Background: an optimization exercise with open tools, aiming at small area, a short achievable clock period and few clock cycles per item. Do not read the settings as production practice.
Only simulation tests tie the RTL to the original design; equivalence was not proved.
Power and IR drop assume default switching activity.

==> job 8804: inputs <==
==> flow/design.v <==
module sprite_blit_colour_key_clip (
   input  logic        clock,
   input  logic        reset,
   input  logic        req_tvalid,
   output logic        req_tready,
   input  logic [31:0] req_tdata,
   output logic        rsp_tvalid,
   input  logic        rsp_tready,
   output logic [47:0] rsp_tdata,
   output logic [1:0]  rsp_tuser,
   output logic        rsp_tlast,
   input  logic        csr_we,
   input  logic [2:0]  csr_index,
   input  logic [11:0] csr_wdata
);
   localparam logic [15:0] KEY = 16'hF81F;
   function automatic logic geu(input logic [12:0] a, input logic [12:0] b);
      logic cy;
      cy = 1'b1;
      for (int i = 0; i < 13; i++)
         cy = (a[i] & ~b[i]) | (cy & (a[i] | ~b[i]));
      geu = cy;
   endfunction
   function automatic logic ges(input logic [12:0] a, input logic [12:0] b);
      ges = geu({~a[12], a[11:0]}, {~b[12], b[11:0]});
   endfunction
   logic [9:0]  wm1, hm1;           
   logic [11:0] px, py;             
   logic [1:0]  al, op;
   logic [11:0] sw, sh;             
   logic [12:0] xe;                 
   logic [12:0] rowv;               
   logic [21:0] pb;                 
   logic        off_ff;
   logic [4:0]  ms;                 
   logic        rdy_ff;
   logic [9:0]  c, r;
   logic        hit;
   logic        o_valid, o_we, o_last;
   logic [21:0] o_dest;
   logic [15:0] o_pix;
   function automatic logic [9:0] clamp_s_m1(input logic [10:0] v);
      if (v == 11'd0)      clamp_s_m1 = 10'd0;
      else if (v[10])      clamp_s_m1 = 10'd1023;
      else                 clamp_s_m1 = v[9:0] - 10'd1;
   endfunction
   function automatic logic [11:0] clamp_f(input logic [11:0] v);
      if (v == 12'd0)                 clamp_f = 12'd1;
      else if (v[11] && |v[10:0])     clamp_f = 12'd2048;
      else                            clamp_f = v;
   endfunction
   always_ff @(posedge clock) begin
      if (reset) begin
         wm1 <= 10'd0;
         hm1 <= 10'd0;
         px  <= 12'd0;
         py  <= 12'd0;
         al  <= 2'd0;
         op  <= 2'd0;
         sw  <= 12'd1024;
         sh  <= 12'd768;
      end else if (csr_we) begin
         case (csr_index)
            3'd0: wm1 <= clamp_s_m1(csr_wdata[10:0]);
            3'd1: hm1 <= clamp_s_m1(csr_wdata[10:0]);
            3'd2: px  <= csr_wdata;
            3'd3: py  <= csr_wdata;
            3'd4: al  <= csr_wdata[1:0];
            3'd5: op  <= csr_wdata[1:0];
            3'd6: sw  <= clamp_f(csr_wdata);
            default: sh <= clamp_f(csr_wdata);
         endcase
      end
   end
   logic [12:0] col;
   logic [11:0] dlo;
   logic [21:0] dest;
   logic        colvis, rowvis, vis, first, col_wrap, row_wrap;
   logic        spr_ok, bg_ok, can_out, accept;
   assign col      = xe + {3'b000, c};
   assign colvis   = !col[12] && (col[11:0] < sw);
   assign rowvis   = !rowv[12] && !geu({1'b0, rowv[11:0]}, {1'b0, sh});
   assign vis      = colvis && rowvis;
   assign dlo      = {1'b0, pb[10:0]} + {1'b0, col[10:0]};
   assign dest     = {dlo[11] ? pb[21:11] + 11'd1 : pb[21:11], dlo[10:0]};
   assign first    = (c == 10'd0) && (r == 10'd0);
   assign col_wrap = geu({3'b000, c}, {3'b000, wm1});
   assign row_wrap = geu({3'b000, r}, {3'b000, hm1});
   assign spr_ok   = req_tdata[15:0] != KEY;
   assign bg_ok    = req_tdata[31:16] != KEY;
   assign can_out    = !o_valid || rsp_tready;
   assign req_tready = rdy_ff && can_out;
   assign accept     = req_tvalid && req_tready;
   always_ff @(posedge clock) begin
      if (reset) begin
         c       <= 10'd0;
         r       <= 10'd0;
         hit     <= 1'b0;
         o_valid <= 1'b0;
      end else begin
         if (accept) begin
            o_valid <= 1'b1;
            hit     <= (first ? 1'b0 : hit) |
                       ((op == 2'd3) && vis && spr_ok && bg_ok);
            if (col_wrap) begin
               c <= 10'd0;
               r <= row_wrap ? 10'd0 : r + 10'd1;
            end else begin
               c <= c + 10'd1;
            end
         end else if (rsp_tready) begin
            o_valid <= 1'b0;
         end
      end
   end
   always_ff @(posedge clock) begin
      if (accept) begin
         o_we   <= vis && (op == 2'd2 || (!op[1] && spr_ok));
         o_dest <= vis ? dest : 22'd0;
         o_pix  <= req_tdata[15:0];
         o_last <= col_wrap && row_wrap;
      end
   end
   logic [12:0] xb;
   logic        xci;
   logic [21:0] add_a, add_b, sum;
   logic        add_ci, restart;
   logic [4:0]  ms_n;
   always_comb begin
      xb  = 13'd0;
      xci = 1'b0;
      if (op != 2'd3) begin
         if (al == 2'd1) begin             
            xb  = ~{4'b0000, wm1[9:1]};
            xci = !wm1[0];
         end else if (al == 2'd2) begin    
            xb  = ~{3'b000, wm1};
         end
      end
      add_a  = pb;                         
      add_b  = ~{10'd0, sw};
      add_ci = 1'b1;
      if (ms[4]) begin                     
         add_a  = {pb[20:0], 1'b0};
         add_b  = sw[ms[3:0]] ? {{9{rowv[12]}}, rowv} : 22'd0;
         add_ci = 1'b0;
      end else if (ms[0]) begin            
         add_a  = {{10{py[11]}}, py};
         add_b  = {12'd0, hm1};
         add_ci = 1'b0;
      end else if (ms[1]) begin            
         add_b  = ~{12'd0, r};
      end
      sum = add_a + add_b + {21'd0, add_ci};
      restart = (csr_we && (csr_index == 3'd1 || csr_index == 3'd3 || csr_index == 3'd6)) ||
                (accept && col_wrap && row_wrap);
      if (restart)            ms_n = 5'd1;
      else if (ms == 5'd2)    ms_n = 5'd27;
      else if (ms == 5'd16)   ms_n = 5'd0;
      else if (ms[4])         ms_n = ms - 5'd1;
      else if (ms == 5'd1)    ms_n = 5'd2;
      else                    ms_n = 5'd0;
   end
   always_ff @(posedge clock) begin
      xe     <= {px[11], px} + xb + {12'd0, xci};
      off_ff <= ges(~{3'b000, wm1}, xe) ||                   
                ges(xe, {1'b0, sw}) ||                       
                ges(~{3'b000, hm1}, {py[11], py}) ||         
                ges({py[11], py}, {1'b0, sh});               
      if (ms[4] || ms[0] || (accept && col_wrap && !row_wrap))
         pb <= sum;
      else if (ms[1])
         pb <= 22'd0;
      if (!ms[4] && ms[1])
         rowv <= sum[12:0];
      else if (accept && col_wrap && !row_wrap)
         rowv <= rowv - 13'd1;
   end
   always_ff @(posedge clock) begin
      if (reset) begin
         ms     <= 5'd1;
         rdy_ff <= 1'b0;
      end else begin
         ms     <= ms_n;
         rdy_ff <= ms_n == 5'd0 && !csr_we;
      end
   end
   assign rsp_tvalid = o_valid;
   assign rsp_tdata  = {7'd0, off_ff, hit, o_pix, o_dest, o_we};
   assign rsp_tuser  = {op[1], op[0] && !op[1]};
   assign rsp_tlast  = o_last;
endmodule
==> flow/run.sh <==
#!/bin/bash
# synth_recipe.tcl (not shown) runs the flow's synth.tcl, then flattens the netlist and writes it again
# the make line also repeats each setting of config.mk as NAME=value (left out here)
make -C /OpenROAD-flow-scripts/flow DESIGN_CONFIG=/design/flow/config.mk WORK_HOME=/design/flow/orfs CLKGATE_MAP_FILE= SYNTH_SCRIPT=/design/flow/synth_recipe.tcl finish
==> flow/config.mk <==
export PLATFORM = sky130hd
export DESIGN_NAME = sprite_blit_colour_key_clip
export DESIGN_NICKNAME = sprite_blit_colour_key_clip
export VERILOG_FILES = /design/flow/design.v
export SDC_FILE = /design/flow/constraint.sdc
export NUM_CORES = 4
export LEC_CHECK = 0
export CAP_MARGIN = 20
export CORE_MARGIN = 2
export CORE_UTILIZATION = 40
export SLEW_MARGIN = 20
==> flow/constraint.sdc <==
create_clock -name core_clock -period 7.0 [get_ports {clock}]
set_input_delay 1.4000 -clock core_clock [delete_from_list [all_inputs] [get_ports {clock}]]
set_output_delay 1.4000 -clock core_clock [all_outputs]
set_load 0.01 [all_outputs]
==> inputs of job 3414, as changes to job 8804 <==
--- a/flow/design.v
+++ b/flow/design.v
@@ -30,9 +30,12 @@
    logic [11:0] sw, sh;             
    logic [12:0] xe;                 
+   logic [12:0] colv;               
    logic [12:0] rowv;               
    logic [21:0] pb;                 
    logic        off_ff;
    logic [4:0]  ms;                 
-   logic        rdy_ff;
+   logic        rdy_ff, wr_ff;
+   logic        s_valid, s_bgok;
+   logic [15:0] s_pix;
    logic [9:0]  c, r;
    logic        hit;
@@ -73,23 +76,27 @@
       end
    end
-   logic [12:0] col;
+   logic [9:0]  c_n;
    logic [11:0] dlo;
    logic [21:0] dest;
    logic        colvis, rowvis, vis, first, col_wrap, row_wrap;
-   logic        spr_ok, bg_ok, can_out, accept;
-   assign col      = xe + {3'b000, c};
-   assign colvis   = !col[12] && (col[11:0] < sw);
+   logic        spr_ok, bg_ok, can_out, in_acc, accept, s_valid_n;
+   logic [15:0] pix;
+   assign colvis   = !colv[12] && (colv[11:0] < sw);
    assign rowvis   = !rowv[12] && !geu({1'b0, rowv[11:0]}, {1'b0, sh});
    assign vis      = colvis && rowvis;
-   assign dlo      = {1'b0, pb[10:0]} + {1'b0, col[10:0]};
+   assign dlo      = {1'b0, pb[10:0]} + {1'b0, colv[10:0]};
    assign dest     = {dlo[11] ? pb[21:11] + 11'd1 : pb[21:11], dlo[10:0]};
    assign first    = (c == 10'd0) && (r == 10'd0);
    assign col_wrap = geu({3'b000, c}, {3'b000, wm1});
    assign row_wrap = geu({3'b000, r}, {3'b000, hm1});
-   assign spr_ok   = req_tdata[15:0] != KEY;
-   assign bg_ok    = req_tdata[31:16] != KEY;
+   assign pix      = s_valid ? s_pix : req_tdata[15:0];
+   assign spr_ok   = pix != KEY;
+   assign bg_ok    = s_valid ? s_bgok : req_tdata[31:16] != KEY;
    assign can_out    = !o_valid || rsp_tready;
-   assign req_tready = rdy_ff && can_out;
-   assign accept     = req_tvalid && req_tready;
+   assign req_tready = rdy_ff;
+   assign in_acc     = req_tvalid && rdy_ff;
+   assign accept     = can_out && (s_valid ? ms == 5'd0 : in_acc);
+   assign s_valid_n  = s_valid ? !accept : in_acc && !accept;
+   assign c_n        = !accept ? c : col_wrap ? 10'd0 : c + 10'd1;
    always_ff @(posedge clock) begin
       if (reset) begin
@@ -103,10 +110,7 @@
             hit     <= (first ? 1'b0 : hit) |
                        ((op == 2'd3) && vis && spr_ok && bg_ok);
-            if (col_wrap) begin
-               c <= 10'd0;
+            c <= c_n;
+            if (col_wrap)
                r <= row_wrap ? 10'd0 : r + 10'd1;
-            end else begin
-               c <= c + 10'd1;
-            end
          end else if (rsp_tready) begin
             o_valid <= 1'b0;
@@ -118,5 +122,5 @@
          o_we   <= vis && (op == 2'd2 || (!op[1] && spr_ok));
          o_dest <= vis ? dest : 22'd0;
-         o_pix  <= req_tdata[15:0];
+         o_pix  <= pix;
          o_last <= col_wrap && row_wrap;
       end
@@ -125,32 +129,26 @@
    logic        xci;
    logic [21:0] add_a, add_b, sum;
+   logic [22:0] sum_x;
+   logic [13:0] xe_x;
    logic        add_ci, restart;
    logic [4:0]  ms_n;
+   logic        m_i, m_1, m_2, m_h, m_hb;    
+   logic        sel_c, sel_e;                
+   logic        off_x, off_y, wr2_ff;
    always_comb begin
-      xb  = 13'd0;
-      xci = 1'b0;
-      if (op != 2'd3) begin
-         if (al == 2'd1) begin             
-            xb  = ~{4'b0000, wm1[9:1]};
-            xci = !wm1[0];
-         end else if (al == 2'd2) begin    
-            xb  = ~{3'b000, wm1};
-         end
-      end
-      add_a  = pb;                         
-      add_b  = ~{10'd0, sw};
-      add_ci = 1'b1;
-      if (ms[4]) begin                     
-         add_a  = {pb[20:0], 1'b0};
-         add_b  = sw[ms[3:0]] ? {{9{rowv[12]}}, rowv} : 22'd0;
-         add_ci = 1'b0;
-      end else if (ms[0]) begin            
-         add_a  = {{10{py[11]}}, py};
-         add_b  = {12'd0, hm1};
-         add_ci = 1'b0;
-      end else if (ms[1]) begin            
-         add_b  = ~{12'd0, r};
-      end
-      sum = add_a + add_b + {21'd0, add_ci};
+      xb  = ({13{sel_c}} & ~{4'b0000, wm1[9:1]}) |
+            ({13{sel_e}} & ~{3'b000, wm1});
+      xci = sel_c && !wm1[0];
+      xe_x = {px[11], px, xci} + {xb, xci};
+      add_a  = ({22{m_h}} & {pb[20:0], 1'b0}) |
+               ({22{m_1}} & {{10{py[11]}}, py}) |
+               ({22{!m_h && !m_1}} & pb);
+      add_b  = ({22{m_i}} & ~{10'd0, sw}) |
+               ({22{m_1}} & {12'd0, hm1}) |
+               ({22{m_2}} & ~{12'd0, r}) |
+               ({22{m_hb}} & {{9{rowv[12]}}, rowv});
+      add_ci = m_i || m_2;
+      sum_x = {add_a, add_ci} + {add_b, add_ci};
+      sum   = sum_x[22:1];
       restart = (csr_we && (csr_index == 3'd1 || csr_index == 3'd3 || csr_index == 3'd6)) ||
                 (accept && col_wrap && row_wrap);
@@ -163,14 +161,22 @@
    end
    always_ff @(posedge clock) begin
-      xe     <= {px[11], px} + xb + {12'd0, xci};
-      off_ff <= ges(~{3'b000, wm1}, xe) ||                   
-                ges(xe, {1'b0, sw}) ||                       
-                ges(~{3'b000, hm1}, {py[11], py}) ||         
+      xe     <= xe_x[13:1];
+      colv   <= !accept ? xe + {3'b000, c} : col_wrap ? xe : colv + 13'd1;
+      if (in_acc && !accept) begin
+         s_pix  <= req_tdata[15:0];
+         s_bgok <= req_tdata[31:16] != KEY;
+      end
+      sel_c  <= op != 2'd3 && al == 2'd1;
+      sel_e  <= op != 2'd3 && al == 2'd2;
+      off_x  <= ges(~{3'b000, wm1}, xe) ||                   
+                ges(xe, {1'b0, sw});                         
+      off_y  <= ges(~{3'b000, hm1}, {py[11], py}) ||         
                 ges({py[11], py}, {1'b0, sh});               
-      if (ms[4] || ms[0] || (accept && col_wrap && !row_wrap))
+      off_ff <= off_x || off_y;
+      if (m_h || m_1 || (accept && col_wrap && !row_wrap))
          pb <= sum;
-      else if (ms[1])
+      else if (m_2)
          pb <= 22'd0;
-      if (!ms[4] && ms[1])
+      if (m_2)
          rowv <= sum[12:0];
       else if (accept && col_wrap && !row_wrap)
@@ -180,8 +186,24 @@
       if (reset) begin
          ms     <= 5'd1;
+         m_i    <= 1'b0;
+         m_1    <= 1'b1;
+         m_2    <= 1'b0;
+         m_h    <= 1'b0;
+         m_hb   <= 1'b0;
          rdy_ff <= 1'b0;
+         wr_ff  <= 1'b0;
+         wr2_ff <= 1'b0;
+         s_valid <= 1'b0;
       end else begin
          ms     <= ms_n;
-         rdy_ff <= ms_n == 5'd0 && !csr_we;
+         m_i    <= ms_n == 5'd0;
+         m_1    <= ms_n == 5'd1;
+         m_2    <= ms_n == 5'd2;
+         m_h    <= ms_n[4];
+         m_hb   <= ms_n[4] && sw[ms_n[3:0]];
+         wr_ff  <= csr_we;
+         wr2_ff <= wr_ff;
+         s_valid <= s_valid_n;
+         rdy_ff <= ms_n == 5'd0 && !csr_we && !wr_ff && !wr2_ff && !s_valid_n;
       end
    end
SETUP_SLACK_MARGIN = 5.0   (was unset)
==> comparison <==
- Worst setup slack: job 3414 is higher than job 8804 (2.1 ns).
- Against job 8804, the sequential share of layout area of job 3414 is lower by 4.8 points.
- Of job 3414 and job 8804, job 3414 has the higher synthesized area (gap about 13%, measured against job 8804).
- Job 3414 went through all stages and came out clean. Job 8804 completed without violations.
- Wire length: job 8804 is lower than job 3414 (about 30%).
- In job 8804 the non-clock buffer count is lower than in job 3414, by 212.
- Between job 8804 and job 3414, the lower first-iteration DRC count is in job 8804 (gap 13%, measured against job 3414).
- Sequential cell count: job 8804 is lower than job 3414 (41).
- Between job 3414 and job 8804, the lower critical path depth is in job 3414 (gap 7).
- Hold slack: job 8804 is higher than job 3414 (0.029 ns).
- Of job 8804 and job 3414, job 3414 has the higher sequential power (gap about 20%, measured against job 3414).
Testbench counts of job 8804, summed over its fixed seeds: cycles 42,848, items 40,504.
Testbench counts of job 3414, summed over its fixed seeds: cycles 43,016, items 40,504.

-- separate check: timing with driven ports --
The flow's constraints put no driver on any port. The routed layouts listed below were extracted and timed again, unchanged, in two steps.
Step 1: set_driving_cell puts a clkbuf_16 on clock and a buf_2 on each other input, an assumption about the parent block.
Step 2 also shifts input and output timing later by t, the mid clock arrival at the registers, as if the neighbouring blocks saw the same clock.
Three values: ideal ports, drivers, drivers and shift; two values: the first two.
| run | shift t [ns] | setup WS [ns] | slew at the worst register clock pin (ns) | pins driven straight from the clock port |
|---|---|---|---|---|
| job 8804 | 0.493 | 1.742 / 1.742 / 1.742 | 0.08 / 0.08 | 1 |
| job 3414 | 0.595 | 3.822 / 3.822 / 3.649 | 0.06 / 0.06 | 1 |
After both steps every run listed still meets setup and hold. For job 3414, which loses most, drivers alone change the setup slack by 0.000 ns; drivers and shift together by -0.173 ns.
